From an optimization exercise on the open Yosys and OpenROAD flow, aimed at a short achievable clock period and few clock cycles; shortcuts taken in it are not production practice. The RTL was checked by simulation tests, not by an equivalence proof against the original design. Power and IR drop assume default switching activity.

==> flow/design.v <==
`default_nettype none
package cpu_pkg;
    typedef logic [15:0] word_t;      
    typedef logic [31:0] instr_t;     
    typedef logic [3:0]  reg_idx_t;   
    localparam logic [5:0] OP_R_TYPE  = 6'h00;
    localparam logic [5:0] OP_LOAD    = 6'h01;
    localparam logic [5:0] OP_STORE   = 6'h02;
    localparam logic [5:0] OP_J       = 6'h03;
    localparam logic [5:0] OP_JAL     = 6'h04;
    localparam logic [5:0] OP_BEQ     = 6'h05;
    localparam logic [5:0] OP_BNE     = 6'h06;
    localparam logic [5:0] OP_JT      = 6'h07;
    localparam logic [5:0] OP_JF      = 6'h08;
    localparam logic [5:0] OP_LOADLIT = 6'h09;
    localparam logic [5:0] OP_ADDI    = 6'h0a;
    localparam logic [5:0] OP_ANDI    = 6'h0b;
    localparam logic [5:0] OP_ORI     = 6'h0c;
    localparam logic [5:0] OP_SLTI    = 6'h0d;
    localparam logic [5:0] FN_JR  = 6'h08;
    localparam logic [5:0] FN_ADD = 6'h20;
    localparam logic [5:0] FN_SUB = 6'h22;
    localparam logic [5:0] FN_AND = 6'h24;
    localparam logic [5:0] FN_OR  = 6'h25;
    localparam logic [5:0] FN_SLT = 6'h2a;
    typedef struct packed {
        logic add;
        logic sub;
        logic andl;
        logic orl;
        logic slt;
        logic pass;
    } aluop_t;
endpackage
`default_nettype wire
`timescale 1ns/10ps
`default_nettype none
module control_unit (
    input  cpu_pkg::instr_t  instr,
    output cpu_pkg::aluop_t  aluop,
    output logic             use_rs,       
    output logic             use_rt,       
    output logic             b_imm,        
    output logic             b_link,       
    output logic             reg_write,    
    output cpu_pkg::reg_idx_t dst,
    output logic             flag_write,
    output logic             is_load,
    output logic             is_store,
    output logic             is_jimm,      
    output logic             is_jreg,      
    output logic             is_branch,
    output logic             br_true,      
    output logic             br_inv        
);
    logic [5:0] op;
    logic [5:0] fn;
    logic       o_r, o_ld, o_st, o_j, o_jal, o_beq, o_bne, o_jt, o_jf;
    logic       o_lit, o_addi, o_andi, o_ori, o_slti;
    logic       f_jr, f_add, f_sub, f_and, f_or, f_slt;
    logic       r_add, r_sub, r_and, r_or, r_slt, r_alu;
    assign op = instr[31:26];
    assign fn = instr[5:0];
    assign o_r    = (op == cpu_pkg::OP_R_TYPE);
    assign o_ld   = (op == cpu_pkg::OP_LOAD);
    assign o_st   = (op == cpu_pkg::OP_STORE);
    assign o_j    = (op == cpu_pkg::OP_J);
    assign o_jal  = (op == cpu_pkg::OP_JAL);
    assign o_beq  = (op == cpu_pkg::OP_BEQ);
    assign o_bne  = (op == cpu_pkg::OP_BNE);
    assign o_jt   = (op == cpu_pkg::OP_JT);
    assign o_jf   = (op == cpu_pkg::OP_JF);
    assign o_lit  = (op == cpu_pkg::OP_LOADLIT);
    assign o_addi = (op == cpu_pkg::OP_ADDI);
    assign o_andi = (op == cpu_pkg::OP_ANDI);
    assign o_ori  = (op == cpu_pkg::OP_ORI);
    assign o_slti = (op == cpu_pkg::OP_SLTI);
    assign f_jr  = (fn == cpu_pkg::FN_JR);
    assign f_add = (fn == cpu_pkg::FN_ADD);
    assign f_sub = (fn == cpu_pkg::FN_SUB);
    assign f_and = (fn == cpu_pkg::FN_AND);
    assign f_or  = (fn == cpu_pkg::FN_OR);
    assign f_slt = (fn == cpu_pkg::FN_SLT);
    assign r_add = o_r && f_add;
    assign r_sub = o_r && f_sub;
    assign r_and = o_r && f_and;
    assign r_or  = o_r && f_or;
    assign r_slt = o_r && f_slt;
    assign r_alu = r_add || r_sub || r_and || r_or || r_slt;
    assign aluop.add  = r_add || o_addi || o_ld || o_st;
    assign aluop.sub  = r_sub;
    assign aluop.andl = r_and || o_andi;
    assign aluop.orl  = r_or  || o_ori;
    assign aluop.slt  = r_slt || o_slti;
    assign aluop.pass = o_lit || o_jal;
    assign is_load   = o_ld;
    assign is_store  = o_st;
    assign is_jimm   = o_j;
    assign is_jreg   = o_jal || (o_r && f_jr);
    assign is_branch = o_beq || o_bne || o_jt || o_jf;
    assign br_true   = o_jt || o_jf;
    assign br_inv    = o_bne || o_jf;
    assign use_rs = r_alu || o_ld || o_st || is_jreg || o_addi || o_andi || o_ori || o_slti;
    assign use_rt = r_alu || o_st;
    assign b_imm  = o_lit || o_addi || o_andi || o_ori || o_slti || o_ld || o_st;
    assign b_link = o_jal;
    assign reg_write  = r_alu || o_lit || o_addi || o_andi || o_ori || o_slti || o_jal;
    assign flag_write = r_alu || o_addi || o_andi || o_ori || o_slti;
    always_comb begin
        if (r_alu)      dst = instr[15:12];
        else if (o_jal) dst = 4'd15;
        else            dst = instr[21:18];
    end
endmodule
`default_nettype wire
`timescale 1ns/10ps
`default_nettype none
module cycle_fsm (
    input  logic  clk,
    input  logic  arst_n,
    input  logic  issue_load,
    input  logic  issue_store,
    input  cpu_pkg::word_t    addr,
    input  cpu_pkg::word_t    wdata,
    input  cpu_pkg::reg_idx_t load_dst,
    output cpu_pkg::word_t    dmem_addr,
    output cpu_pkg::word_t    dmem_wdata,
    output logic  dmem_we,
    output logic  dmem_re,            
    output cpu_pkg::reg_idx_t req_dst,    
    output logic  data_valid,         
    output cpu_pkg::reg_idx_t data_dst
);
    always_ff @(posedge clk or negedge arst_n) begin
        if (!arst_n) begin
            dmem_we    <= 1'b0;
            dmem_re    <= 1'b0;
            data_valid <= 1'b0;
        end else begin
            dmem_we    <= issue_store;
            dmem_re    <= issue_load;
            data_valid <= dmem_re;
        end
    end
    always_ff @(posedge clk) begin
        dmem_addr  <= addr;
        dmem_wdata <= wdata;
        req_dst    <= load_dst;
        data_dst   <= req_dst;
    end
endmodule
`default_nettype wire
`timescale 1ns/10ps
`default_nettype none
module program_counter (
    input  logic  clk,
    input  logic  arst_n,
    input  logic  redirect_f0,        
    input  logic  redirect_f1,        
    input  logic  flag,               
    input  cpu_pkg::word_t redirect_addr,
    input  logic  hold,               
    input  logic  early_jump,         
    input  cpu_pkg::word_t early_target,
    input  logic  install,            
    input  cpu_pkg::word_t install_key,
    input  cpu_pkg::word_t install_tgt,
    output cpu_pkg::word_t fetch_addr,
    output cpu_pkg::word_t arr_pc,    
    output logic  arr_valid,          
    output logic  arr_pred            
);
    logic           btb_valid;
    cpu_pkg::word_t btb_key;
    cpu_pkg::word_t btb_tgt;
    logic           ins_pending;
    cpu_pkg::word_t ins_key;
    cpu_pkg::word_t ins_tgt;
    cpu_pkg::word_t fetch_reg;
    cpu_pkg::word_t jump_reg;
    cpu_pkg::word_t fetch_inc;
    logic           hit;
    logic           refetch;
    cpu_pkg::word_t early_addr;
    cpu_pkg::word_t next_addr;
    logic           next_valid;
    logic           redirect;
    assign fetch_addr = jump_reg | fetch_reg;
    assign fetch_inc  = fetch_addr + cpu_pkg::word_t'(1);
    assign hit        = btb_valid && (btb_key == fetch_addr);
    assign refetch    = hold && arr_valid;
    assign early_addr = refetch ? arr_pc : (hit ? btb_tgt : fetch_inc);
    assign redirect   = flag ? redirect_f1 : redirect_f0;
    assign next_addr  = flag ? (redirect_f1 ? redirect_addr : early_addr)
                             : (redirect_f0 ? redirect_addr : early_addr);
    assign next_valid = !redirect && !refetch && !early_jump;
    always_ff @(posedge clk or negedge arst_n) begin
        if (!arst_n) begin
            fetch_reg   <= '0;
            jump_reg    <= '0;
            arr_valid   <= 1'b0;
            arr_pred    <= 1'b0;
            btb_valid   <= 1'b0;
            ins_pending <= 1'b0;
        end else begin
            fetch_reg   <= next_addr & {16{!early_jump}};
            jump_reg    <= early_target & {16{early_jump}};
            arr_valid   <= next_valid;
            arr_pred    <= next_valid && hit;
            ins_pending <= install;
            if (ins_pending) begin
                btb_valid <= 1'b1;
            end
        end
    end
    always_ff @(posedge clk) begin
        arr_pc   <= fetch_addr;
        ins_key  <= install_key;
        ins_tgt  <= install_tgt;
        if (ins_pending) begin
            btb_key <= ins_key;
            btb_tgt <= ins_tgt;
        end
    end
endmodule
`default_nettype wire
`timescale 1ns/10ps
`default_nettype none
module register_file (
    input  logic     clk,
    input  logic     arst_n,
    input  logic [15:0]       rs_sel,     
    input  logic [15:0]       rt_sel,     
    input  logic     we_a,
    input  cpu_pkg::reg_idx_t wr_a,
    input  cpu_pkg::word_t    wd_a,
    input  logic     we_b,
    input  cpu_pkg::reg_idx_t wr_b,
    input  cpu_pkg::word_t    wd_b,
    output cpu_pkg::word_t    rs_data,
    output cpu_pkg::word_t    rt_data,
    output cpu_pkg::word_t    r15_data    
);
    cpu_pkg::word_t regs [16];
    always_ff @(posedge clk or negedge arst_n) begin
        if (!arst_n) begin
            for (int i = 0; i < 16; i++) begin
                regs[i] <= '0;
            end
        end else begin
            for (int i = 0; i < 16; i++) begin
                if (we_a && wr_a == cpu_pkg::reg_idx_t'(i)) begin
                    regs[i] <= wd_a;
                end else if (we_b && wr_b == cpu_pkg::reg_idx_t'(i)) begin
                    regs[i] <= wd_b;
                end
            end
        end
    end
    assign r15_data = regs[15];
    always_comb begin
        rs_data = '0;
        rt_data = '0;
        for (int i = 0; i < 16; i++) begin
            rs_data = rs_data | ({16{rs_sel[i]}} & regs[i]);
            rt_data = rt_data | ({16{rt_sel[i]}} & regs[i]);
        end
    end
endmodule
`default_nettype wire
`timescale 1ns/10ps
`default_nettype none
module alu_flags (
    input  logic  clk,
    input  logic  arst_n,
    input  cpu_pkg::aluop_t op,
    input  logic  flag_en,            
    input  logic  test_true,          
    input  cpu_pkg::word_t a,
    input  cpu_pkg::word_t b,
    output cpu_pkg::word_t result,
    output logic  flag_now            
);
    cpu_pkg::word_t bx;                 
    cpu_pkg::word_t g [5];              
    cpu_pkg::word_t p [5];              
    cpu_pkg::word_t carry;              
    cpu_pkg::word_t gs [5];             
    cpu_pkg::word_t ps [5];
    cpu_pkg::word_t borrow;             
    cpu_pkg::word_t sum;                
    cpu_pkg::word_t diff;               
    cpu_pkg::word_t lt_t [5];           
    cpu_pkg::word_t eq_t [5];           
    logic  lt;
    cpu_pkg::word_t carry_z;            
    logic  zero_add;
    logic  zero_next;
    logic  true_next;
    logic  zero_flag;
    logic  true_flag;
    assign bx = ~b;
    always_comb begin
        g[0] = a & b;
        p[0] = a ^ b;
        for (int l = 0; l < 4; l++) begin
            for (int i = 0; i < 16; i++) begin
                if (((i >> l) & 1) == 1) begin
                    g[l+1][i] = g[l][i] | (p[l][i] & g[l][((i >> l) << l) - 1]);
                    p[l+1][i] = p[l][i] & p[l][((i >> l) << l) - 1];
                end else begin
                    g[l+1][i] = g[l][i];
                    p[l+1][i] = p[l][i];
                end
            end
        end
        carry[0] = 1'b0;
        for (int i = 1; i < 16; i++) begin
            carry[i] = g[4][i-1];
        end
        gs[0] = a & bx;
        ps[0] = a ^ bx;
        for (int l = 0; l < 4; l++) begin
            for (int i = 0; i < 16; i++) begin
                if (((i >> l) & 1) == 1) begin
                    gs[l+1][i] = gs[l][i] | (ps[l][i] & gs[l][((i >> l) << l) - 1]);
                    ps[l+1][i] = ps[l][i] & ps[l][((i >> l) << l) - 1];
                end else begin
                    gs[l+1][i] = gs[l][i];
                    ps[l+1][i] = ps[l][i];
                end
            end
        end
        borrow[0] = 1'b1;
        for (int i = 1; i < 16; i++) begin
            borrow[i] = gs[4][i-1] | ps[4][i-1];
        end
    end
    assign sum  = p[0] ^ carry;
    assign diff = ps[0] ^ borrow;
    always_comb begin
        lt_t[0] = ~a & b;
        lt_t[0][15] = a[15] & ~b[15];
        eq_t[0] = ~(a ^ b);
        for (int l = 0; l < 4; l++) begin
            for (int i = 0; i < 16; i++) begin
                if (((i >> l) & 1) == 1) begin
                    lt_t[l+1][i] = lt_t[l][i] | (eq_t[l][i] & lt_t[l][((i >> l) << l) - 1]);
                    eq_t[l+1][i] = eq_t[l][i] & eq_t[l][((i >> l) << l) - 1];
                end else begin
                    lt_t[l+1][i] = lt_t[l][i];
                    eq_t[l+1][i] = eq_t[l][i];
                end
            end
        end
    end
    assign lt = lt_t[4][15];
    always_comb begin
        result = '0;
        if (op.add)  result = result | sum;
        if (op.sub)  result = result | diff;
        if (op.andl) result = result | (a & b);
        if (op.orl)  result = result | (a | b);
        if (op.slt)  result = result | {15'd0, lt};
        if (op.pass) result = result | b;
    end
    assign carry_z  = {a[14:0] | b[14:0], 1'b0};
    assign zero_add = ((a ^ b) == carry_z);
    assign zero_next = (op.add  && zero_add) ||
                       (op.sub  && (a == b)) ||
                       (op.andl && ((a & b) == '0)) ||
                       (op.orl  && ((a | b) == '0)) ||
                       (op.slt  && !lt);
    assign true_next = ((op.add || op.sub) && (a[0] ^ b[0])) ||
                       (op.andl && a[0] && b[0]) ||
                       (op.orl  && (a[0] || b[0])) ||
                       (op.slt  && lt);
    always_ff @(posedge clk or negedge arst_n) begin
        if (!arst_n) begin
            zero_flag <= 1'b0;
            true_flag <= 1'b0;
        end else if (flag_en) begin
            zero_flag <= zero_next;
            true_flag <= true_next;
        end
    end
    assign flag_now = (flag_en && !test_true && zero_next) ||
                      (flag_en &&  test_true && true_next) ||
                      (!flag_en && !test_true && zero_flag) ||
                      (!flag_en &&  test_true && true_flag);
endmodule
`default_nettype wire
`timescale 1ns/10ps
`default_nettype none
module cpu_core #(
    parameter cpu_pkg::word_t RESET_PC = '0
) (
    input  logic   clk,
    input  logic   arst_n,
    output cpu_pkg::word_t  imem_addr,         
    input  cpu_pkg::instr_t imem_rdata,
    output cpu_pkg::word_t  dmem_addr,
    output cpu_pkg::word_t  dmem_wdata,
    output logic   dmem_we,           
    output logic   dmem_re,           
    input  cpu_pkg::word_t  dmem_rdata
);
    cpu_pkg::word_t    arr_pc;
    logic              arr_valid, arr_pred;
    logic              is_jimm0, is_jreg0;
    cpu_pkg::reg_idx_t rs0;
    logic              lit_hit, r15_ok, r_safe, early_jump;
    cpu_pkg::word_t    early_target, rf_r15;
    logic              r_v, r_pred;
    cpu_pkg::word_t    r_pc, r_pcinc, r_imm;
    cpu_pkg::instr_t   r_ir;
    cpu_pkg::reg_idx_t r_rs, r_rt, r_dst;
    logic [15:0]       r_rs_sel, r_rt_sel;
    cpu_pkg::aluop_t   r_aluop;
    logic              r_use_rs, r_use_rt, r_b_imm, r_b_link, r_reg_write, r_flag_write;
    logic              r_is_load, r_is_store, r_is_jimm, r_is_jreg, r_is_branch, r_br_true, r_br_inv;
    cpu_pkg::word_t    rf_rs, rf_rt;
    logic              fwd_ex_a, fwd_ex_b, fwd_wb_a, fwd_wb_b, fwd_ld_a, fwd_ld_b;
    logic              m_e_a, m_e_b, m_q_a, m_q_b, m_l_a, m_l_b;
    cpu_pkg::reg_idx_t n_rs, n_rt;
    cpu_pkg::word_t    opa, opb, rs_jump;
    logic              stall_load, stall_jump, stall, go;
    logic              flag, taken_f0, taken_f1, taken;
    logic              redirect_f0, redirect_f1;
    cpu_pkg::word_t    target, redirect_addr;
    logic              redirect, install;
    logic              e_v;
    cpu_pkg::word_t    e_opa, e_opb;
    cpu_pkg::aluop_t   e_aluop;
    logic              e_reg_write, e_flag_write, e_load, e_store;
    cpu_pkg::word_t    e_wd;
    cpu_pkg::reg_idx_t e_dst;
    cpu_pkg::word_t    e_res;
    logic              w_v;               
    cpu_pkg::reg_idx_t w_dst;
    cpu_pkg::word_t    w_res;
    logic              req_load;          
    cpu_pkg::reg_idx_t req_dst;
    logic              ld_valid;          
    cpu_pkg::reg_idx_t ld_dst;
    program_counter i_program_counter (
        .clk, .arst_n,
        .redirect_f0,
        .redirect_f1,
        .flag,
        .redirect_addr,
        .hold        (stall),
        .early_jump,
        .early_target,
        .install,
        .install_key (r_pc),
        .install_tgt (target),
        .fetch_addr  (imem_addr),
        .arr_pc,
        .arr_valid,
        .arr_pred
    );
    assign r_imm = r_ir[15:0];
    assign r_rs  = r_ir[25:22];
    assign r_rt  = r_ir[21:18];
    control_unit i_control_unit (
        .instr      (r_ir),
        .aluop      (r_aluop),
        .use_rs     (r_use_rs),
        .use_rt     (r_use_rt),
        .b_imm      (r_b_imm),
        .b_link     (r_b_link),
        .reg_write  (r_reg_write),
        .dst        (r_dst),
        .flag_write (r_flag_write),
        .is_load    (r_is_load),
        .is_store   (r_is_store),
        .is_jimm    (r_is_jimm),
        .is_jreg    (r_is_jreg),
        .is_branch  (r_is_branch),
        .br_true    (r_br_true),
        .br_inv     (r_br_inv)
    );
    assign is_jimm0 = imem_rdata[31:26] == cpu_pkg::OP_J;
    assign is_jreg0 = imem_rdata[31:26] == cpu_pkg::OP_JAL ||
                      (imem_rdata[31:26] == cpu_pkg::OP_R_TYPE && imem_rdata[5:0] == cpu_pkg::FN_JR);
    always_ff @(posedge clk or negedge arst_n) begin
        if (!arst_n) begin
            r_v <= 1'b0;
        end else if (!stall) begin
            r_v <= arr_valid && !redirect;
        end
    end
    always_ff @(posedge clk) begin
        if (!stall) begin
            r_pred       <= arr_pred || early_jump;
            r_pc         <= arr_pc;
            r_pcinc      <= arr_pc + cpu_pkg::word_t'(1);
            r_ir         <= imem_rdata;
            r_rs_sel     <= 16'd1 << imem_rdata[25:22];
            r_rt_sel     <= 16'd1 << imem_rdata[21:18];
        end
    end
    assign rs0     = imem_rdata[25:22];
    assign lit_hit = r_v && r_aluop.pass && !r_b_link && r_dst == rs0;
    assign r15_ok  = rs0 == 4'd15 &&
                     !(r_v && (r_reg_write || r_is_load) && r_dst == 4'd15) &&
                     !(e_v && (e_reg_write || e_load) && e_dst == 4'd15) &&
                     !(w_v && w_dst == 4'd15) &&
                     !(req_load && req_dst == 4'd15) &&
                     !(ld_valid && ld_dst == 4'd15);
    assign r_safe = !(r_v && (r_is_branch || ((r_is_jimm || r_is_jreg) && !r_pred)));
    assign early_jump = arr_valid && !arr_pred && !stall && r_safe &&
                        (is_jimm0 || (is_jreg0 && (lit_hit || r15_ok)));
    assign early_target = is_jimm0 ? imem_rdata[15:0] : (lit_hit ? r_imm : rf_r15);
    register_file i_register_file (
        .clk, .arst_n,
        .rs_sel      (r_rs_sel),
        .rt_sel      (r_rt_sel),
        .we_a        (w_v),
        .wr_a        (w_dst),
        .wd_a        (w_res),
        .we_b        (ld_valid),
        .wr_b        (ld_dst),
        .wd_b        (dmem_rdata),
        .rs_data     (rf_rs),
        .rt_data     (rf_rt),
        .r15_data    (rf_r15)
    );
    assign n_rs = stall ? r_rs : imem_rdata[25:22];
    assign n_rt = stall ? r_rt : imem_rdata[21:18];
    always_ff @(posedge clk) begin
        m_e_a <= n_rs == r_dst;
        m_e_b <= n_rt == r_dst;
        m_q_a <= n_rs == e_dst;
        m_q_b <= n_rt == e_dst;
        m_l_a <= n_rs == req_dst;
        m_l_b <= n_rt == req_dst;
    end
    assign fwd_ex_a = e_v && e_reg_write && m_e_a;
    assign fwd_ex_b = e_v && e_reg_write && m_e_b;
    assign fwd_wb_a = w_v && m_q_a;
    assign fwd_wb_b = w_v && m_q_b;
    assign fwd_ld_a = ld_valid && m_l_a;
    assign fwd_ld_b = ld_valid && m_l_b;
    always_comb begin
        if (fwd_ex_a)      opa = e_res;
        else if (fwd_wb_a) opa = w_res;
        else if (fwd_ld_a) opa = dmem_rdata;
        else               opa = rf_rs;
        if (fwd_ex_b)      opb = e_res;
        else if (fwd_wb_b) opb = w_res;
        else if (fwd_ld_b) opb = dmem_rdata;
        else               opb = rf_rt;
    end
    assign rs_jump    = fwd_ex_a ? e_opb : (fwd_wb_a ? w_res : rf_rs);
    assign stall_jump = r_is_jreg && (fwd_ex_a ? !e_aluop.pass : (!fwd_wb_a && fwd_ld_a));
    assign stall_load = (e_v && e_load &&
                         ((r_use_rs && m_e_a) || (r_use_rt && m_e_b))) ||
                        (req_load &&
                         ((r_use_rs && m_q_a) || (r_use_rt && m_q_b)));
    assign stall = r_v && (stall_jump || stall_load);
    assign go    = r_v && !stall;
    assign taken_f0 = r_is_jimm || r_is_jreg || (r_is_branch && r_br_inv);
    assign taken_f1 = r_is_jimm || r_is_jreg || (r_is_branch && !r_br_inv);
    assign taken    = flag ? taken_f1 : taken_f0;
    assign target = r_is_jreg ? rs_jump : (r_is_jimm ? r_imm : r_pcinc + r_imm);
    assign redirect_f0   = go && (taken_f0 ^ r_pred);
    assign redirect_f1   = go && (taken_f1 ^ r_pred);
    assign redirect      = flag ? redirect_f1 : redirect_f0;
    assign redirect_addr = r_pred ? r_pcinc : target;
    assign install       = go && taken && !r_pred && (r_is_jimm || r_is_branch);
    assign dmem_re = req_load;
    cycle_fsm i_cycle_fsm (
        .clk, .arst_n,
        .issue_load  (e_v && e_load),
        .issue_store (e_v && e_store),
        .addr        (e_res),
        .wdata       (e_wd),
        .load_dst    (e_dst),
        .dmem_addr,
        .dmem_wdata,
        .dmem_we,
        .dmem_re     (req_load),
        .req_dst,
        .data_valid  (ld_valid),
        .data_dst    (ld_dst)
    );
    always_ff @(posedge clk or negedge arst_n) begin
        if (!arst_n) begin
            e_v <= 1'b0;
        end else begin
            e_v <= go && (r_reg_write || r_flag_write || r_is_load || r_is_store);
        end
    end
    always_ff @(posedge clk) begin
        e_opa        <= opa;
        e_opb        <= r_b_link ? r_pcinc : (r_b_imm ? r_imm : opb);
        e_aluop      <= r_aluop;
        e_reg_write  <= r_reg_write;
        e_flag_write <= r_flag_write;
        e_dst        <= r_dst;
        e_load       <= r_is_load;
        e_store      <= r_is_store;
        e_wd         <= opb;
    end
    always_ff @(posedge clk or negedge arst_n) begin
        if (!arst_n) begin
            w_v <= 1'b0;
        end else begin
            w_v <= e_v && e_reg_write;
        end
    end
    always_ff @(posedge clk) begin
        w_dst <= e_dst;
        w_res <= e_res;
    end
    alu_flags i_alu_flags (
        .clk, .arst_n,
        .op        (e_aluop),
        .flag_en   (e_v && e_flag_write),
        .a         (e_opa),
        .b         (e_opb),
        .result    (e_res),
        .test_true (r_br_true),
        .flag_now  (flag)
    );
endmodule
`default_nettype wire
==> flow/flow/run.sh <==
#!/bin/bash
# Standard ORFS layout (the standard.sh: standard synthesis, floorplan,
# placement, CTS, routing, finish), with repair aiming further below the
# clock period and sized port buffers. All tool output is in make.log here
# and in ORFS's own logs under orfs/logs.
set -euo pipefail
bash standard.sh \
  SETUP_SLACK_MARGIN=6.5 \
  TNS_END_PERCENT=100 \
  MATCH_CELL_FOOTPRINT=0 \
  "BUFFER_PORTS_ARGS=-buffer_cell sky130_fd_sc_hd__buf_4" \
  finish > make.log 2>&1
==> flow/standard.sh <==
#!/bin/bash
# synth_recipe.tcl (not shown) runs the flow's synth.tcl, then flattens the netlist and writes it again
# the make line also repeats each setting of config.mk as NAME=value (left out here)
make -C /OpenROAD-flow-scripts/flow DESIGN_CONFIG=/design/flow/config.mk WORK_HOME=/design/flow/orfs CLKGATE_MAP_FILE= SYNTH_SCRIPT=/design/flow/synth_recipe.tcl "${@:-finish}"
==> flow/config.mk <==
export PLATFORM = sky130hd
export DESIGN_NAME = cpu_core
export DESIGN_NICKNAME = cpu_core
export VERILOG_FILES = /design/flow/design.v
export SDC_FILE = /design/flow/constraint.sdc
export NUM_CORES = 4
export LEC_CHECK = 0
export CAP_MARGIN = 20
export CORE_MARGIN = 2
export CORE_UTILIZATION = 40
export SLEW_MARGIN = 20
==> flow/constraint.sdc <==
create_clock -name core_clock -period 9.0 [get_ports {clk}]
set_input_delay 1.8000 -clock core_clock [delete_from_list [all_inputs] [get_ports {clk}]]
set_output_delay 1.8000 -clock core_clock [all_outputs]
set_load 0.01 [all_outputs]
==> results of run 1 <==
[cells in the mapped netlist (5+ instances only)]
cell / number
sky130_fd_sc_hd__ha_1: 82
sky130_fd_sc_hd__a211oi_1: 28
sky130_fd_sc_hd__nand4_1: 37
sky130_fd_sc_hd__nor3_1: 46
sky130_fd_sc_hd__nor4b_1: 6
sky130_fd_sc_hd__and3_1: 23
sky130_fd_sc_hd__fa_1: 5
sky130_fd_sc_hd__o22ai_1: 11
sky130_fd_sc_hd__nor2_1: 316
sky130_fd_sc_hd__nand3_1: 49
sky130_fd_sc_hd__a31oi_1: 27
sky130_fd_sc_hd__xor2_1: 26
sky130_fd_sc_hd__a22oi_1: 108
sky130_fd_sc_hd__o21bai_1: 8
sky130_fd_sc_hd__nand3b_1: 5
sky130_fd_sc_hd__nor2b_1: 12
sky130_fd_sc_hd__a21o_1: 13
sky130_fd_sc_hd__o21ai_0: 173
sky130_fd_sc_hd__clkbuf_1: 252
sky130_fd_sc_hd__mux2_2: 6
sky130_fd_sc_hd__a22o_1: 82
sky130_fd_sc_hd__a21oi_1: 274
sky130_fd_sc_hd__dfrtp_1: 300
sky130_fd_sc_hd__nand2_1: 281
sky130_fd_sc_hd__edfxtp_1: 127
sky130_fd_sc_hd__a221oi_1: 84
sky130_fd_sc_hd__dfxtp_1: 156
sky130_fd_sc_hd__nor4_1: 31
sky130_fd_sc_hd__a311oi_1: 7
sky130_fd_sc_hd__and4_1: 10
sky130_fd_sc_hd__mux2i_1: 310
sky130_fd_sc_hd__and2_1: 15
sky130_fd_sc_hd__inv_1: 91
sky130_fd_sc_hd__or2_2: 8
sky130_fd_sc_hd__o31ai_1: 8
sky130_fd_sc_hd__or3_1: 7
sky130_fd_sc_hd__a41oi_1: 5
sky130_fd_sc_hd__a211oi_2: 16
sky130_fd_sc_hd__o211ai_1: 33
sky130_fd_sc_hd__buf_2: 5
sky130_fd_sc_hd__o21a_1: 14
sky130_fd_sc_hd__nand2b_1: 25
sky130_fd_sc_hd__xnor2_1: 88
sky130_fd_sc_hd__buf_1: 24
[what timing repair did]
action | in CTS | in global routing
endpoints found under the hold margin | 0 | 0
setup buffers | 143 | 56
endpoints found under the setup margin | 487 | 387
gates cloned | 13 | 9
pin swaps | 82 | 82
gates resized for setup | 413 | 123
[power by group through the flow]
stage          clock network [uW]  logic, uW  registers [uW]
2_1_floorplan                   0       1360            3340
3_3_place_gp                    0       1900            3530
3_5_place_dp                    0       1900            3530
4_1_cts                      2780       2420            3450
5_1_grt                      2900       2810            3500
6_report                     2780       2640            3470
[routing by layer]
layer / up-vias / wire, um
met4: 8 / 7800
li1: 12500 / -
met5: - / 220
met1: 14100 / 54600
met2: 2037 / 54800
met3: 441 / 17200
[cell families (layout without fill, tap and decap cells)]
group / Yosys count / after routing / share of synthesized area [%]
mux: 319 / 319 / 10.2
buf+inv: 377 / 619 / 4.58
flops: 583 / 583 / 45.8
simple gates: 885 / 890 / 12.7
compound gates: 942 / 943 / 20.0
fa+ha+maj: 87 / 87 / 3.57
other cells: 0 / 5 / 0
xor+xnor: 114 / 114 / 3.17
[critical path, cell delays in order, from the launching register on]
cell and delay (ns):
sky130_fd_sc_hd__dfxtp_4 0.38, sky130_fd_sc_hd__inv_4 0.05, sky130_fd_sc_hd__ha_4 0.22, sky130_fd_sc_hd__or4_4 0.53, sky130_fd_sc_hd__or3_4 0.40, sky130_fd_sc_hd__a211oi_4 0.18, sky130_fd_sc_hd__buf_6 0.15, sky130_fd_sc_hd__o41ai_4 0.07
sky130_fd_sc_hd__a21oi_4 0.26, sky130_fd_sc_hd__mux2_4 0.39, sky130_fd_sc_hd__or4_4 0.61, sky130_fd_sc_hd__nand2_4 0.21, sky130_fd_sc_hd__a211oi_1 0.09
[final cells by class]
type	instances	area share (%)
Timing Repair Buffer	400	9.54
Clock buffer	102	5.10
Multi-Input combinational cell	2353	44.0
Inverter	92	0.888
Tap cell	1040	3.27
Antenna cell	5	0.0315
Sequential cell	583	36.7
Clock inverter	25	0.431
[path summary, 6_finish.rpt]
| kind | to | slack [ns] | cells after the start |
|---|---|---|---|
| min in group asynchronous | i_register_file.regs[14][5]$_DFFE_PN0P_ | 1.18 | 1 |
| worst max register to register | i_program_counter.fetch_reg[6]$_DFF_PN0_ | 5.34 | 12 |
| worst min register to register | i_cycle_fsm.dmem_wdata[11]$_DFF_P_ | 0.32 | 0 |
| worst max-delay path | i_program_counter.fetch_reg[6]$_DFF_PN0_ | 5.34 | 12 |
| max in group asynchronous | i_register_file.regs[12][4]$_DFFE_PN0P_ | 6.76 | 2 |
| worst min-delay path | i_cycle_fsm.dmem_wdata[11]$_DFF_P_ | 0.32 | 0 |
[cells in the final DEF, fill, tap and decap left out, types with 25 or more instances in the layout]
cell                          n
sky130_fd_sc_hd__ha_1        63
sky130_fd_sc_hd__a22oi_1    107
sky130_fd_sc_hd__nand4_1     37
sky130_fd_sc_hd__a22o_1      82
sky130_fd_sc_hd__dfxtp_4     26
sky130_fd_sc_hd__mux2i_4     25
sky130_fd_sc_hd__nand2_1    272
sky130_fd_sc_hd__edfxtp_1   127
sky130_fd_sc_hd__dfxtp_1    100
sky130_fd_sc_hd__inv_1       67
sky130_fd_sc_hd__nor3_1      39
sky130_fd_sc_hd__clkbuf_16   83
sky130_fd_sc_hd__a221oi_1    78
sky130_fd_sc_hd__o211ai_1    33
sky130_fd_sc_hd__o21ai_0    147
sky130_fd_sc_hd__xor2_1      26
sky130_fd_sc_hd__nor2_1     284
sky130_fd_sc_hd__nand3_1     43
sky130_fd_sc_hd__a21oi_1    243
sky130_fd_sc_hd__dfrtp_1    292
sky130_fd_sc_hd__dfxtp_2     30
sky130_fd_sc_hd__buf_4      265
sky130_fd_sc_hd__mux2i_1    285
sky130_fd_sc_hd__xnor2_1     86
sky130_fd_sc_hd__buf_6      107
[metrics by stage]
step	cells	worst slack [ns]	hold slack (ns)	util, %
2_1_floorplan	3307	5.44	0.310	-
3_3_place_gp	4247	3.70	0.311	43.1
3_5_place_dp	4247	3.63	0.312	43.1
4_1_cts	4530	5.28	0.326	49.7
5_1_grt	4598	5.29	0.329	51.1
6_report	4600	5.34	0.324	51.1
==> notes.md, run 1 <==
- The most used flip-flop cell after synthesis is sky130_fd_sc_hd__dfrtp_1.
- More flip-flops sit in one register than any other, and that register is i_register_file.regs.
- Of the cells placed in the final design, the portion with a size suffix greater than 1 is approximately 24%.
- The total core area is 0.0777 mm2.
- In the final layout, the multi-input gates occupy between 0.015 and 0.02 mm2.
- Net switching is 33.7% of the power.
- In this run the power density over the cells is 224 mW/mm2.
- Before antenna repair, the detailed router went through 8 iterations.
- The antenna violation net count after detailed routing is 0.
- The routability congestion estimate is 0.968.
- The via count of the first global-routing pass is about 27000.
- The average cell area after synthesis is 9.53 um2.
- For the finished layout, the period the worst path requires is 3.66 ns.
- The clock passes through at most 3 buffers.
- The height of the chip is 285 um.
- In this run the count of I/O pins placed on the die edge is 100.
- The flow ran to the end and the layout has no timing, DRC or antenna violations.
- The starting utilization of the core area is ~40%.
- The final design area excluding fillers is 0.0397 mm2.
- The overall fraction of global-route tracks in use is between 30% and 40%.
- In this run the tightest slew margin relative to its limit is 29.4%.
- Sorting the synthesized cells by area gives the leading types as sky130_fd_sc_hd__dfrtp_1, sky130_fd_sc_hd__edfxtp_1, sky130_fd_sc_hd__dfxtp_1, sky130_fd_sc_hd__mux2i_1, sky130_fd_sc_hd__a21oi_1.
- Dividing the final minimum period by the clock period gives between 40% and 50%.
- The path type of the worst min-delay path is reg -> reg.
- The startpoint of the worst register-to-register path is e_opb[10]$_DFF_P_.
- Dividing the detail-routed via count by the number of cells gives 6.32.
- The biggest area contributor in the post-synthesis netlist is sky130_fd_sc_hd__dfrtp_1.
- In the final layout, the registers with the most flip-flops are i_register_file.regs (256), r_ir (30).
- The area fraction of the dominant cell type after synthesis is 23.8%.
- The kind of launch point of the worst setup path is a flip-flop.
- At the worst endpoint, the required time is 9.50 ns.
- The final count of hold timing violations came to 0.
- The register with the most flip-flops in the layout has ~260 of them.
- The clock drives between 500 and 600 sinks.
- Compared with the post-synthesis result, the final layout area differs by 26.1%.
- The H-tree generated during clock tree synthesis spans 3 levels.
- The synthesized design contains 583 register bits.
- The sum of internal, switching and leakage power is 8890 uW.
- The tree is rooted in a sky130_fd_sc_hd__clkbuf_16.
- For this block, the routed nets add up to 135 mm of wire.
- Clock-pin slew was measured on the worst setup and hold paths at around 0.06 ns.
- The part of the total power dissipated in combinational logic is 29.7%.
- The fraction of registers with async set or reset after synthesis is 51.5%.
- The count of buffers added on input and output ports is 97.
- The count of final max-slew check failures was 0.
- Summing every instance area after synthesis gives 0.0315 mm2.
- The count of routing violations after the opening detailed-route iteration is 4149.
- Counting the fill cells in the layout gives 6891.
- For this run, global-route usage on met1 was measured as 44.6%.
- The x dimension of the die is ~280 um.
- The total clock buffers created by CTS is 69.
- The placed wire-length estimate after detailed placement is 83.4 mm.
- The net count of the mapped netlist is 3444.
- The final net count is 3636.
- The post-synthesis sequential area ratio is 45.8%.
- Clock skew on the completed layout was measured at 0.0320 ns.
- The analysis attributes to cell leakage a power of approximately 0.016 uW.
- The internal power consumption is roughly 5900 uW.
- STA classifies the critical path endpoint as a flip-flop.
- The final number of setup-violating endpoints is 0.
- The die covers 0.0811 mm2.
- The top achievable clock speed is 273 MHz.
- The highest fanout seen on the critical path is 8.
- The detail-routed net length per standard cell is 29.3 um.
- The start-to-end type of the worst setup path is reg -> reg.
- Registers take 0.0146 mm2.
- The floorplan has 102 rows.
- The startpoint identified for the worst hold timing path is e_wd[11]$_DFF_P_.
- Data on the critical path arrives at its endpoint at 4.16 ns.
- The power dissipated by switching net loads is 3000 uW.
- Yosys mapped the design onto 87 distinct sky130hd cell types.
- For met3 alone, demand over resource in global routing was 9.44%.
- TritonCTS built the clock tree.
- Entering global routing, the biggest net connects 85 pins.
- For this run, the number of Yosys warnings is 13.
- For this run, design rule violations remaining after detail routing come to 0.
- Synthesis produced a netlist whose cell count is between 3000 and 4000.
- In this run, synthesis inferred 127 flip-flops with an integrated enable.
- After detailed placement, the total cell area comes to 0.0335 mm2.
- The final global-route overflow total is 0.
- For the final routed database, the setup TNS stands at 0 ns.
- The first global-routing pass estimated 191 mm of wire.
- The max-cap violation count is 0.
- The clock network fraction of total power is 31.3%.
- The initial antenna violation count is 5.
- Setup repair after global routing could not meet its margin everywhere.
- For the pin with the worst max-slew slack, the measured transition is approximately 1.1 ns.
- Sequential cells burn 39.0% of the power.
- The hold-fix buffer count after cts is 0.
- The clock reaches the later pin of the worst-skew pair after 0.65 ns.
- The critical path starts at e_opb[10]$_DFF_P_.
- Across the VDD grid, the largest voltage drop is 0.135 mV.
- The fraction of met2 tracks used by global routing is 44.8%.
- The global-route layer with the greatest usage is met2.
- The detailed router placed 29100 vias in this run.
Testbench counts, summed over its fixed seeds: cycles 10,525.
==> run 2, diff against run 1 <==
--- a/flow/design.v
+++ b/flow/design.v
@@ -275,11 +275,11 @@
     input  logic  arst_n,
     input  cpu_pkg::aluop_t op,
     input  logic  flag_en,            
-    input  logic  test_true,          
     input  cpu_pkg::word_t a,
     input  cpu_pkg::word_t b,
     output cpu_pkg::word_t result,
-    output logic  flag_now            
+    output logic  zero_flag,          
+    output logic  true_flag
 );
     cpu_pkg::word_t bx;                 
     cpu_pkg::word_t g [5];              
@@ -297,8 +297,6 @@
     logic  zero_add;
     logic  zero_next;
     logic  true_next;
-    logic  zero_flag;
-    logic  true_flag;
     assign bx = ~b;
     always_comb begin
         g[0] = a & b;
@@ -384,10 +382,6 @@
             true_flag <= true_next;
         end
     end
-    assign flag_now = (flag_en && !test_true && zero_next) ||
-                      (flag_en &&  test_true && true_next) ||
-                      (!flag_en && !test_true && zero_flag) ||
-                      (!flag_en &&  test_true && true_flag);
 endmodule
 `default_nettype wire
 `timescale 1ns/10ps
@@ -407,13 +401,15 @@
 );
     cpu_pkg::word_t    arr_pc;
     logic              arr_valid, arr_pred;
-    logic              is_jimm0, is_jreg0;
+    cpu_pkg::aluop_t   aluop0;
+    logic              use_rs0, use_rt0, b_imm0, b_link0, reg_write0, flag_write0;
+    logic              is_load0, is_store0, is_jimm0, is_jreg0, is_branch0, br_true0, br_inv0;
+    cpu_pkg::reg_idx_t dst0;
     cpu_pkg::reg_idx_t rs0;
     logic              lit_hit, r15_ok, r_safe, early_jump;
     cpu_pkg::word_t    early_target, rf_r15;
     logic              r_v, r_pred;
     cpu_pkg::word_t    r_pc, r_pcinc, r_imm;
-    cpu_pkg::instr_t   r_ir;
     cpu_pkg::reg_idx_t r_rs, r_rt, r_dst;
     logic [15:0]       r_rs_sel, r_rt_sel;
     cpu_pkg::aluop_t   r_aluop;
@@ -421,12 +417,11 @@
     logic              r_is_load, r_is_store, r_is_jimm, r_is_jreg, r_is_branch, r_br_true, r_br_inv;
     cpu_pkg::word_t    rf_rs, rf_rt;
     logic              fwd_ex_a, fwd_ex_b, fwd_wb_a, fwd_wb_b, fwd_ld_a, fwd_ld_b;
-    logic              m_e_a, m_e_b, m_q_a, m_q_b, m_l_a, m_l_b;
-    cpu_pkg::reg_idx_t n_rs, n_rt;
     cpu_pkg::word_t    opa, opb, rs_jump;
     logic              stall_load, stall_jump, stall, go;
-    logic              flag, taken_f0, taken_f1, taken;
-    logic              redirect_f0, redirect_f1;
+    logic              zero_flag, true_flag, defer, taken, redirect_r, install_r;
+    logic              c_v, c_br_true, c_br_inv, c_pred, c_taken, kill;
+    cpu_pkg::word_t    c_pc, c_pcinc, c_target;
     cpu_pkg::word_t    target, redirect_addr;
     logic              redirect, install;
     logic              e_v;
@@ -445,48 +440,44 @@
     cpu_pkg::reg_idx_t ld_dst;
     program_counter i_program_counter (
         .clk, .arst_n,
-        .redirect_f0,
-        .redirect_f1,
-        .flag,
+        .redirect_f0 (redirect),
+        .redirect_f1 (redirect),
+        .flag        (1'b1),
         .redirect_addr,
         .hold        (stall),
         .early_jump,
         .early_target,
         .install,
-        .install_key (r_pc),
-        .install_tgt (target),
+        .install_key (kill ? c_pc : r_pc),
+        .install_tgt (kill ? c_target : target),
         .fetch_addr  (imem_addr),
         .arr_pc,
         .arr_valid,
         .arr_pred
     );
-    assign r_imm = r_ir[15:0];
-    assign r_rs  = r_ir[25:22];
-    assign r_rt  = r_ir[21:18];
     control_unit i_control_unit (
-        .instr      (r_ir),
-        .aluop      (r_aluop),
-        .use_rs     (r_use_rs),
-        .use_rt     (r_use_rt),
-        .b_imm      (r_b_imm),
-        .b_link     (r_b_link),
-        .reg_write  (r_reg_write),
-        .dst        (r_dst),
-        .flag_write (r_flag_write),
-        .is_load    (r_is_load),
-        .is_store   (r_is_store),
-        .is_jimm    (r_is_jimm),
-        .is_jreg    (r_is_jreg),
-        .is_branch  (r_is_branch),
-        .br_true    (r_br_true),
-        .br_inv     (r_br_inv)
+        .instr      (imem_rdata),
+        .aluop      (aluop0),
+        .use_rs     (use_rs0),
+        .use_rt     (use_rt0),
+        .b_imm      (b_imm0),
+        .b_link     (b_link0),
+        .reg_write  (reg_write0),
+        .dst        (dst0),
+        .flag_write (flag_write0),
+        .is_load    (is_load0),
+        .is_store   (is_store0),
+        .is_jimm    (is_jimm0),
+        .is_jreg    (is_jreg0),
+        .is_branch  (is_branch0),
+        .br_true    (br_true0),
+        .br_inv     (br_inv0)
     );
-    assign is_jimm0 = imem_rdata[31:26] == cpu_pkg::OP_J;
-    assign is_jreg0 = imem_rdata[31:26] == cpu_pkg::OP_JAL ||
-                      (imem_rdata[31:26] == cpu_pkg::OP_R_TYPE && imem_rdata[5:0] == cpu_pkg::FN_JR);
     always_ff @(posedge clk or negedge arst_n) begin
         if (!arst_n) begin
             r_v <= 1'b0;
+        end else if (kill) begin
+            r_v <= 1'b0;
         end else if (!stall) begin
             r_v <= arr_valid && !redirect;
         end
@@ -496,9 +487,26 @@
             r_pred       <= arr_pred || early_jump;
             r_pc         <= arr_pc;
             r_pcinc      <= arr_pc + cpu_pkg::word_t'(1);
-            r_ir         <= imem_rdata;
+            r_imm        <= imem_rdata[15:0];
+            r_rs         <= imem_rdata[25:22];
+            r_rt         <= imem_rdata[21:18];
             r_rs_sel     <= 16'd1 << imem_rdata[25:22];
             r_rt_sel     <= 16'd1 << imem_rdata[21:18];
+            r_dst        <= dst0;
+            r_aluop      <= aluop0;
+            r_use_rs     <= use_rs0;
+            r_use_rt     <= use_rt0;
+            r_b_imm      <= b_imm0;
+            r_b_link     <= b_link0;
+            r_reg_write  <= reg_write0;
+            r_flag_write <= flag_write0;
+            r_is_load    <= is_load0;
+            r_is_store   <= is_store0;
+            r_is_jimm    <= is_jimm0;
+            r_is_jreg    <= is_jreg0;
+            r_is_branch  <= is_branch0;
+            r_br_true    <= br_true0;
+            r_br_inv     <= br_inv0;
         end
     end
     assign rs0     = imem_rdata[25:22];
@@ -509,7 +517,7 @@
                      !(w_v && w_dst == 4'd15) &&
                      !(req_load && req_dst == 4'd15) &&
                      !(ld_valid && ld_dst == 4'd15);
-    assign r_safe = !(r_v && (r_is_branch || ((r_is_jimm || r_is_jreg) && !r_pred)));
+    assign r_safe = !(r_v && (r_is_branch || ((r_is_jimm || r_is_jreg) && !r_pred))) && !c_v;
     assign early_jump = arr_valid && !arr_pred && !stall && r_safe &&
                         (is_jimm0 || (is_jreg0 && (lit_hit || r15_ok)));
     assign early_target = is_jimm0 ? imem_rdata[15:0] : (lit_hit ? r_imm : rf_r15);
@@ -527,22 +535,12 @@
         .rt_data     (rf_rt),
         .r15_data    (rf_r15)
     );
-    assign n_rs = stall ? r_rs : imem_rdata[25:22];
-    assign n_rt = stall ? r_rt : imem_rdata[21:18];
-    always_ff @(posedge clk) begin
-        m_e_a <= n_rs == r_dst;
-        m_e_b <= n_rt == r_dst;
-        m_q_a <= n_rs == e_dst;
-        m_q_b <= n_rt == e_dst;
-        m_l_a <= n_rs == req_dst;
-        m_l_b <= n_rt == req_dst;
-    end
-    assign fwd_ex_a = e_v && e_reg_write && m_e_a;
-    assign fwd_ex_b = e_v && e_reg_write && m_e_b;
-    assign fwd_wb_a = w_v && m_q_a;
-    assign fwd_wb_b = w_v && m_q_b;
-    assign fwd_ld_a = ld_valid && m_l_a;
-    assign fwd_ld_b = ld_valid && m_l_b;
+    assign fwd_ex_a = e_v && e_reg_write && e_dst == r_rs;
+    assign fwd_ex_b = e_v && e_reg_write && e_dst == r_rt;
+    assign fwd_wb_a = w_v && w_dst == r_rs;
+    assign fwd_wb_b = w_v && w_dst == r_rt;
+    assign fwd_ld_a = ld_valid && ld_dst == r_rs;
+    assign fwd_ld_b = ld_valid && ld_dst == r_rt;
     always_comb begin
         if (fwd_ex_a)      opa = e_res;
         else if (fwd_wb_a) opa = w_res;
@@ -556,20 +554,38 @@
     assign rs_jump    = fwd_ex_a ? e_opb : (fwd_wb_a ? w_res : rf_rs);
     assign stall_jump = r_is_jreg && (fwd_ex_a ? !e_aluop.pass : (!fwd_wb_a && fwd_ld_a));
     assign stall_load = (e_v && e_load &&
-                         ((r_use_rs && m_e_a) || (r_use_rt && m_e_b))) ||
+                         ((r_use_rs && e_dst == r_rs) || (r_use_rt && e_dst == r_rt))) ||
                         (req_load &&
-                         ((r_use_rs && m_q_a) || (r_use_rt && m_q_b)));
+                         ((r_use_rs && req_dst == r_rs) || (r_use_rt && req_dst == r_rt)));
     assign stall = r_v && (stall_jump || stall_load);
-    assign go    = r_v && !stall;
-    assign taken_f0 = r_is_jimm || r_is_jreg || (r_is_branch && r_br_inv);
-    assign taken_f1 = r_is_jimm || r_is_jreg || (r_is_branch && !r_br_inv);
-    assign taken    = flag ? taken_f1 : taken_f0;
+    assign go    = r_v && !stall && !kill;
+    assign defer  = r_is_branch && e_v && e_flag_write;
+    assign taken  = r_is_jimm || r_is_jreg ||
+                    (r_is_branch && ((r_br_true ? true_flag : zero_flag) ^ r_br_inv));
     assign target = r_is_jreg ? rs_jump : (r_is_jimm ? r_imm : r_pcinc + r_imm);
-    assign redirect_f0   = go && (taken_f0 ^ r_pred);
-    assign redirect_f1   = go && (taken_f1 ^ r_pred);
-    assign redirect      = flag ? redirect_f1 : redirect_f0;
-    assign redirect_addr = r_pred ? r_pcinc : target;
-    assign install       = go && taken && !r_pred && (r_is_jimm || r_is_branch);
+    assign redirect_r = go && !defer && (taken ^ r_pred);
+    assign install_r  = go && !defer && taken && !r_pred && (r_is_jimm || r_is_branch);
+    always_ff @(posedge clk or negedge arst_n) begin
+        if (!arst_n) begin
+            c_v <= 1'b0;
+        end else begin
+            c_v <= go && defer;
+        end
+    end
+    always_ff @(posedge clk) begin
+        c_br_true <= r_br_true;
+        c_br_inv  <= r_br_inv;
+        c_pred    <= r_pred;
+        c_pc      <= r_pc;
+        c_pcinc   <= r_pcinc;
+        c_target  <= r_pcinc + r_imm;
+    end
+    assign c_taken = (c_br_true ? true_flag : zero_flag) ^ c_br_inv;
+    assign kill    = c_v && (c_taken ^ c_pred);
+    assign redirect      = kill || redirect_r;
+    assign redirect_addr = kill ? (c_pred ? c_pcinc : c_target)
+                                : (r_pred ? r_pcinc : target);
+    assign install       = (kill && c_taken) || install_r;
     assign dmem_re = req_load;
     cycle_fsm i_cycle_fsm (
         .clk, .arst_n,
@@ -622,8 +638,8 @@
         .a         (e_opa),
         .b         (e_opb),
         .result    (e_res),
-        .test_true (r_br_true),
-        .flag_now  (flag)
+        .zero_flag,
+        .true_flag
     );
 endmodule
 `default_nettype wire
==> run 2 against run 1 <==
Via count is 3.4% higher. Power grew 15%. Largest cell class unchanged. Register-to-register slack improved by 0.63 ns. Critical endpoint is now imem_addr[0]. Largest power group unchanged.
==> notes.md, run 2 <==
- The post-synthesis sequential area ratio is a little under half.
- STA classifies the critical path endpoint as a primary output.
- At the end of routability-driven placement, the weighted congestion stood at ~0.94.
- Of all cell types, the one taking the most synthesized area is sky130_fd_sc_hd__dfrtp_1.
- TritonCTS built the clock tree.
- After detailed routing, the number of vias per cell comes to 6.29.
- The source-to-sink clock delay at the later pin of the worst-skew pair is roughly 0.65 ns.
- The number of clock sinks is 646.
- The wire length of the first global-routing pass is 200 mm.
- The kind of launch point of the worst setup path is a flip-flop.
- Buffers placed on the I/O ports in this run total 97.
- The dominant synthesized flop cell is sky130_fd_sc_hd__dfrtp_1.
- Counting instances in the post-synthesis netlist gives the leading cell types as sky130_fd_sc_hd__nor2_1, sky130_fd_sc_hd__mux2i_1, sky130_fd_sc_hd__dfrtp_1, sky130_fd_sc_hd__nand2_1, sky130_fd_sc_hd__a21oi_1.
- In this run the worst path has a maximum fanout of 2.
- No sink is reached through more buffers than the 3 on the longest clock path.
- The distinct cell type count of the synthesized netlist is 83.
- Yosys attributes the largest share of cell area to sky130_fd_sc_hd__dfrtp_1, sky130_fd_sc_hd__edfxtp_1, sky130_fd_sc_hd__dfxtp_1, sky130_fd_sc_hd__mux2i_1, sky130_fd_sc_hd__a21oi_1.
- The headroom to the max-slew limit is a little under a fifth.
- The number of cell instances on the worst register-to-register path is 13.
- The worst register-to-register path has a setup slack of 5.97 ns.
- The antenna diode count is 0.
- Dividing total power by cell area gives a power density of 243 mW/mm2.
- The root buffer selected by CTS is sky130_fd_sc_hd__clkbuf_16.
- The path type of the worst min-delay path is reg -> reg.
- The length of the first detailed-routing pass in iterations is 6.
- For this run, design rule violations remaining after detail routing come to 0.
- The final count of hold timing violations is 0.
- Clock tree synthesis inserted a total of 73 buffers.
- The run finished with no timing, DRC or antenna violations.
- Timing would allow up to 293 MHz.
- The area growth from synthesis to layout is 25.5%.
- The die covers around 0.086 mm2.
- For this run, asynchronously set or reset flops after synthesis account for 46.6%.
- In this run the worst setup path begins at i_program_counter.jump_reg[0]$_DFF_PN0_.
- The total negative slack for setup checks is 0 ns.
- The timing endpoint of the critical path is imem_addr[0].
- Synthesis inferred between 600 and 700 register bits.
- The detailed router placed about 30000 vias in this run.
- The post-placement setup slack is ~4.6 ns.
- The area fraction of the dominant cell type after synthesis is 22.5%.
- Leaving out fill and tap cells, the most frequent cell in the layout is sky130_fd_sc_hd__mux2i_1.
- In this run the critical register-to-register path is launched from e_opb[0]$_DFF_P_.
- Setup repair after global routing could not meet its margin everywhere.
- The initial antenna violation count is 7.
- The clock skew is 0.0305 ns.
- The pin count of the biggest net entering global routing is 91.
- sky130_fd_sc_hd__nor2_1 is the most common cell in the netlist.
- The via count of the first global-routing pass is 28500.
- More flip-flops sit in one register than any other, and that register is i_register_file.regs.
- The average cell area after synthesis is around 9.7 um2.
- At the pin with the least slew margin, the transition time is 1.22 ns.
- Of the cells placed in the final design, the portion with a size suffix greater than 1 is ~26%.
- The number of placement rows is 106.
- In the layout the commonest cells are sky130_fd_sc_hd__mux2i_1, sky130_fd_sc_hd__nor2_1, sky130_fd_sc_hd__dfrtp_1.
- The H-tree was split into 3 levels.
- In this run, synthesis inferred 144 flip-flops with an integrated enable.
- The end of the worst register-to-register path is e_opb[9]$_DFF_P_.
- The smallest clock period supported by the final layout is computed as 3.41 ns.
- Summed over all cells, the static leakage comes to 0.0169 uW.
- The starting utilization of the core area is 40.3%.
- The antenna violation net count after detailed routing is 0.
- The start-to-end type of the worst setup path is reg -> out.
- The count of final max-slew check failures is 0.
- The count of boundary I/O pins is 100.
- The routed wire length is 140 mm.
- Data on the critical path is required at its endpoint by between 7 and 8 ns.
- The placed wire-length estimate after detailed placement is just over 80 mm.
- The final layout contains about 3800 nets.
- The total of warnings raised by yosys is 13.
- The detailed router finished its first iteration with 3911 violations.
- The final global-route overflow total is 0.
- After detailed routing, the average wire length per cell comes to 29.3 um.
- The sum of internal, switching and leakage power is 10200 uW.
- The height of the chip is 294 um.
- The worst path meets setup with ~5.6 ns of slack.
- The flip-flop count of the largest register after layout is 256.
- After clock tree synthesis, the clock-pin slew on the worst setup and hold paths is about 0.060 ns.
- The tool flagged a number of max-cap violations equal to 0.
- The net count of the mapped netlist is 3596.
- The total core area is 0.0833 mm2.
- The x dimension of the die is about 290 um.
- The post-synthesis cell area is 0.0335 mm2.
- The final number of setup-violating endpoints is 0.
- The worst voltage drop across the vdd grid is 0.161 mV.
- The arrival time of data at the critical path endpoint is approximately 1.6 ns.
- Synthesis produced a netlist whose cell count is 3460.
- Of the available clock period, the critical path in the final layout requires 37.9%.
- Global routing consumed, over all layers together, 31.8% of the routing resources.
- Buffers inserted to repair hold after CTS numbered 0.
==> run 2: changes by cell type after synthesis, sizes merged, moves of 14 or more <==
cell / before / now
o21ai: 176 / 196
mux2: 8 / 33
mux2i: 311 / 328
a22oi: 108 / 92
buf: 33 / 55
dfxtp: 156 / 201
a221oi: 84 / 100
edfxtp: 127 / 144
inv: 91 / 105
xnor2: 88 / 68
o211ai: 33 / 14
nor2: 316 / 342
==> run 2: repair_timing <==
item	in CTS	in global routing
gates cloned	17	0
gates resized for setup	454	146
buffers inserted	183	41
pin swaps	110	95
setup endpoints to repair	430	319
==> run 2: metal layers <==
layer,GRT usage (%),share of wire (%),routed length (um)
met1,41.2,38,53800
met2,48.4,44,61200
met3,8.64,11,15700
met4,16.9,6.5,9130
met5,0,0.064,89
==> run 2: cells by family (layout without fill, tap and decap cells) <==
group	Yosys count	in the layout	synth area share, %
compound gates	959	960	18.9
xor+xnor	104	104	2.74
fa+ha+maj	86	86	3.34
buf+inv	405	635	4.69
flops	646	646	47.4
mux	361	361	10.9
simple gates	899	909	12.0
==> run 2: cell type report <==
| type | instances | area [um2] |
|---|---|---|
| fillers | 7502 | 41200 |
| multi-input cells | 2420 | 18100 |
| flip-flops and latches | 646 | 16000 |
| repair buffers | 395 | 3710 |
| clock buffers | 109 | 2190 |
| well taps | 1080 | 1350 |
| inverters | 105 | 442 |
| clock inverters | 26 | 262 |
==> run 2: critical path: stages (launching register included) <==
cell and delay [ns]:
sky130_fd_sc_hd__dfrtp_1 0.41, sky130_fd_sc_hd__nor2_4 0.17, sky130_fd_sc_hd__clkinvlp_4 0.22, sky130_fd_sc_hd__buf_6 0.17
==> run 2: how the worst min path moves through the flow <==
| stage | startpoint | end | slack [ns] | depth (start not counted) |
|---|---|---|---|---|
| final | e_wd[1]$_DFF_P_ | i_cycle_fsm.dmem_wdata[1]$_DFF_P_ | 0.32 | 0 |
| after global routing | e_wd[1]$_DFF_P_ | i_cycle_fsm.dmem_wdata[1]$_DFF_P_ | 0.32 | 0 |
| after CTS | e_wd[1]$_DFF_P_ | i_cycle_fsm.dmem_wdata[1]$_DFF_P_ | 0.32 | 0 |
| after detailed placement | e_wd[1]$_DFF_P_ | i_cycle_fsm.dmem_wdata[1]$_DFF_P_ | 0.31 | 0 |
| after global placement | e_wd[14]$_DFF_P_ | i_cycle_fsm.dmem_wdata[14]$_DFF_P_ | 0.31 | 0 |
| after floorplan | e_wd[0]$_DFF_P_ | i_cycle_fsm.dmem_wdata[0]$_DFF_P_ | 0.31 | 0 |
==> run 2: where the power goes <==
part           switching [uW]  leakage (uW)  internal, uW  total [uW]
sequential                447       0.00614          3570        4020
clock                    1320       0.00120          1740        3050
combinational            1710       0.00957          1450        3160
total                    3480        0.0169          6750       10200
==> run 2: metrics by stage <==
stage / cells / util [%] / hold WS [ns] / instance area [um2]
final: 4781 / 50.5 / 0.315 / 42100
after global routing: 4781 / 50.5 / 0.320 / 42100
after CTS: 4739 / 49.3 / 0.320 / 41100
after detailed placement: 4404 / 42.2 / 0.312 / 35200
after global placement: 4404 / 42.2 / 0.311 / 35200
after floorplan: 3460 / - / 0.310 / 33900
Testbench counts of run 2, summed over its fixed seeds: cycles 10,905.
==> run 3, diff against run 2 <==
--- a/flow/flow/run.sh
+++ b/flow/flow/run.sh
@@ -5,7 +5,7 @@
 # and in ORFS's own logs under orfs/logs.
 set -euo pipefail
 bash standard.sh \
-  SETUP_SLACK_MARGIN=6.5 \
+  SETUP_SLACK_MARGIN=6 \
   TNS_END_PERCENT=100 \
   MATCH_CELL_FOOTPRINT=0 \
   "BUFFER_PORTS_ARGS=-buffer_cell sky130_fd_sc_hd__buf_4" \
==> run 3 against run 2 <==
Clock skew is 0.011 ns lower. Combinational power is 13% lower. Maximum frequency is 4.2% higher. Critical path type unchanged.
==> notes.md, run 3 <==
- In this run the worst hold path is classified as reg -> reg.
- The kind of launch point of the worst setup path is a flip-flop.
- OpenSTA, run right after detailed placement, puts the worst setup slack at 4.27 ns.
- The detail-routed net length per standard cell is 29.0 um.
- The clock-pin slew on the worst setup and hold paths is 0.06 ns.
- The number of vias after detailed routing is 29300.
- In this run the number of H-tree levels came out at 3.
- The cell count after placement is ~4400.
- The cell type group with the largest total delay on the critical path is flip-flops.
- Clock skew on the completed layout was measured at 0.0192 ns.
- Counting buffers and inverters, the worst setup path is 3 cells deep.
- The total clock buffers created by CTS is 73.
- The area of the die is 0.0862 mm2.
- The final count of hold timing violations came to 0.
- The fraction of met2 tracks used by global routing is 45.8%.
- By instance count, the leading cell after synthesis is sky130_fd_sc_hd__nor2_1.
- In this run the cell area of the synthesized design comes to 0.0335 mm2.
- The root buffer selected by CTS is sky130_fd_sc_hd__clkbuf_16.
- The worst hold path terminates at i_cycle_fsm.dmem_wdata[14]$_DFF_P_.
- In the global route stage, met1 resource usage came out at 39.3%.
- The count of flip-flops with a built-in enable after synthesis is 144.
- Cells with a size suffix above 1 make up between 10% and 20% of the layout.
- The worst voltage drop across the vdd grid is 0.165 mV.
- The dominant synthesized flop cell is sky130_fd_sc_hd__dfrtp_1.
- The start-to-end type of the worst setup path is reg -> out.
- In the synthesized netlist the async set-or-reset flop fraction comes to between 40% and 50%.
- In the layout the commonest cells are sky130_fd_sc_hd__mux2i_1, sky130_fd_sc_hd__nor2_1, sky130_fd_sc_hd__dfrtp_1.
- After routing the design area is 0.0400 mm2.
- Across all hold checks on the routed design, the worst slack comes to approximately 0.32 ns.
- Entering global routing, the biggest net connects 110 pins.
- Data on the critical path is required at its endpoint by 7.20 ns.
- The most frequent standard cell in the layout excluding fill and tap cells is sky130_fd_sc_hd__mux2i_1.
- The area fraction of the dominant cell type after synthesis is 22.5%.
- Based on the critical path, the design can be clocked at up to 305 MHz.
- The overall fraction of global-route tracks in use is 30.7%.
- At the pin with the least slew margin, the transition time is 1.12 ns.
- For this run, the number of Yosys warnings is 13.
- The number of placement rows is 106.
- The clock passes through at most 3 buffers.
- The source of the worst hold timing path is e_wd[14]$_DFF_P_.
- Setup repair after global routing could not meet its margin everywhere.
- The cell area reported after detailed placement is around 0.035 mm2.
- The number of port buffers is 97.
- Once the floorplan was initialized, standard cells occupied 40.3% of the core.
- The core region is 0.0833 mm2.
- The worst register-to-register path has a setup slack of 5.87 ns.
- The register with the most flip-flops in the final layout is i_register_file.regs.
- For this run the aggregate overflow at the end of global routing stands at 0.
- The run finished with no timing, DRC or antenna violations.
- TritonCTS built the clock tree.
- The top cell type by total area after synthesis is sky130_fd_sc_hd__dfrtp_1.
- The routed wire length is 136 mm.
- The finished layout holds 4688 standard cells, fillers aside.
- The flip-flop count of the largest register after layout is 256.
- The count of final max-slew check failures is 0.
- Walking the worst path, the cells encountered are nor2_4 -> inv_2 -> buf_6.
- The net count of the mapped netlist is 3596.
- The final layout contains 3685 nets.
- For this run, design rule violations remaining after detail routing come to 0.
- At the end of routability-driven placement, the weighted congestion stood at 0.960.
- The delay of the slowest critical-path stage is between 0.4 and 0.5 ns.
- The total negative slack for setup checks is 0 ns.
- After synthesis, flip-flops and latches occupy 47.4% of the total area.
- After synthesis the netlist holds a flip-flop and latch count of roughly 650.
- The via count of the first global-routing pass was roughly 28000.
- For the worst setup path, the data arrival time is 1.48 ns.
- Summed over all nets, the half-perimeter wirelength after detailed placement is a little over 80 mm.
- The final clock period utilization by the worst path is 36.4%.
- The first global-routing pass estimated 193 mm of wire.
- Across the run, the number of max-cap violations was 0.
- Dividing the synthesized area by the synthesized cell count gives 9.69 um2.
- The number of clock sinks is approximately 650.
- Counting distinct cell types in the post-synthesis netlist gives 83.
- Power spread over the standard cell area amounts to 243 mW/mm2.
- Headroom to the max-slew limit came out at 25.1%.
- The number of cell instances on the worst register-to-register path is 8.
- The cell leakage power is 0.0162 uW.
- The worst setup path is captured at a primary output.
- The global-route layer with the greatest usage is met2.
- The detail-routed via count per cell is 6.24.
- Measured along the x axis, the die boundary spans 294 um.
- The count of routing violations after the opening detailed-route iteration is approximately 3800.
- The standard cell with the maximum stage delay on the critical path is sky130_fd_sc_hd__dfrtp_2.
- In the post-route analysis, the smallest setup slack over all paths is 5.72 ns.
- Synthesis produced a netlist whose cell count is 3460.
- The initial antenna violation count is 4.
- The clock reaches the later pin of the worst-skew pair after ~0.65 ns.
- In this run the worst path has a maximum fanout of 2.
- The final number of setup-violating endpoints is 0.
- Together, buffers and inverters on the worst path number 2.
- Sorting the synthesized cells by area gives the leading types as sky130_fd_sc_hd__dfrtp_1, sky130_fd_sc_hd__edfxtp_1, sky130_fd_sc_hd__dfxtp_1, sky130_fd_sc_hd__mux2i_1, sky130_fd_sc_hd__a21oi_1.
- The length of the first detailed-routing pass in iterations is 8.
- The height of the chip is 294 um.
- The worst hold path depth is 0.
- In the global route stage, met3 resource usage came out at 9.83%.
- The end of the worst register-to-register path is i_program_counter.arr_pred$_DFF_PN0_.
- The time the final worst path needs with I/O delays and setup is between 3 and 4 ns.
- Compared with the post-synthesis result, the final layout area differs by 19.3%.
- After synthesis, the most frequently instantiated cells are sky130_fd_sc_hd__nor2_1, sky130_fd_sc_hd__mux2i_1, sky130_fd_sc_hd__dfrtp_1, sky130_fd_sc_hd__nand2_1, sky130_fd_sc_hd__a21oi_1.
- In this run the critical register-to-register path is launched from r_rt[1]$_DFFE_PN_.
- The count of boundary I/O pins is 100.
- In this run the remaining antenna-violating nets after routing total 0.
- The hold-fix buffer count after cts is 0.
==> run 3: cell counts after synthesis <==
Identical to the previous run, type by type.
==> run 3: layout make-up <==
type,instances,area (um2)
Antenna cell,1,2.50
Clock buffer,99,2050
Clock inverter,34,314
Fill cell,7727,43300
Inverter,105,404
Multi-Input combinational cell,2412,17100
Sequential cell,646,16000
Tap cell,1080,1350
Timing Repair Buffer,311,2750
==> run 3: logic make-up (layout without fill, tap and decap cells) <==
| logic type | Yosys count | count (layout) | synth area share (%) |
|---|---|---|---|
| flops | 646 | 646 | 47.4 |
| mux | 361 | 361 | 10.9 |
| fa+ha+maj | 86 | 86 | 3.34 |
| buf+inv | 405 | 549 | 4.69 |
| other cells | 0 | 1 | 0 |
| compound gates | 959 | 959 | 18.9 |
| simple gates | 899 | 902 | 12.0 |
| xor+xnor | 104 | 104 | 2.74 |
==> run 3: worst max path at each step <==
stage | start | to | slack (ns)
after global routing | imem_rdata[31] | i_program_counter.arr_pred$_DFF_PN0_ | 5.68
after detailed placement | imem_rdata[30] | i_program_counter.arr_pred$_DFF_PN0_ | 4.27
after floorplan | imem_rdata[30] | i_program_counter.arr_pred$_DFF_PN0_ | 5.21
final | i_program_counter.jump_reg[0]$_DFF_PN0_ | imem_addr[0] | 5.72
after global placement | imem_rdata[30] | i_program_counter.arr_pred$_DFF_PN0_ | 4.29
after CTS | i_program_counter.jump_reg[0]$_DFF_PN0_ | imem_addr[0] | 5.70
==> run 3: worst reg2reg max path, cell delays in order (launching register included) <==
cell and delay (ns):
sky130_fd_sc_hd__edfxtp_1 0.46, sky130_fd_sc_hd__xor2_1 0.18, sky130_fd_sc_hd__nor4_1 0.72, sky130_fd_sc_hd__a22o_1 0.25, sky130_fd_sc_hd__a22oi_2 0.19, sky130_fd_sc_hd__buf_4 0.19, sky130_fd_sc_hd__a31oi_2 0.57, sky130_fd_sc_hd__and3_4 0.32
sky130_fd_sc_hd__and4bb_1 0.19
==> run 3: timing repair <==
item / CTS / global route
setup buffers: 101 / 36
gates cloned: 6 / 2
endpoints found under the setup margin: 250 / 240
pin swaps: 34 / 50
gates resized for setup: 218 / 117
==> run 3: per-layer routing <==
metal | vias up | wire, um
met5 | - | 276
met4 | 12 | 9130
met3 | 553 | 16500
met2 | 1893 | 58000
met1 | 14100 | 52000
li1 | 12700 | -
==> run 3: power by group <==
group | total (uW) | switching (uW) | internal [uW]
Sequential | 4000 | 428 | 3570
Clock | 2990 | 1310 | 1680
Combinational | 2750 | 1540 | 1200
Total | 9730 | 3280 | 6450
==> run 3: metrics by stage <==
stage               util (%)  power (uW)
floorplan                  -        5370
global placement        42.1        6170
detailed placement      42.1        6200
CTS                     47.0        9500
global route            48.0       10100
finish                  48.0        9730

-- re-timing with driven ports --
The flow's constraints put no driver on any port. The routed layouts listed below were extracted and timed again, unchanged, in two steps.
Step 1: set_driving_cell puts a clkbuf_16 on clk and a buf_2 on each other input, an assumption about the parent block.
Step 2 times the ports against the registers' clock, not the clock port: input delays grow and output delays shrink by t, the midpoint of the rising clock arrivals with the driver on.
Three values: no drivers, after step 1, after step 2; two values: the first two.
run | t, ns | setup WS [ns] | hold WS [ns] | worst setup path at the end | cell pins on the clock port's net
run 1 | 0.706 | 5.338 / 5.338 / 4.778 | 0.324 / 0.324 / 0.324 | input to register | 1
run 2 | 0.701 | 5.587 / 5.526 / 5.124 | 0.315 / 0.315 / 0.315 | input to register | 1
run 3 | 0.700 | 5.724 / 5.661 / 5.072 | 0.324 / 0.324 / 0.324 | input to register | 1
After both steps setup and hold are still met in every run listed. For run 3, which loses most, drivers alone change the setup slack by -0.063 ns; drivers and shift together by -0.652 ns.
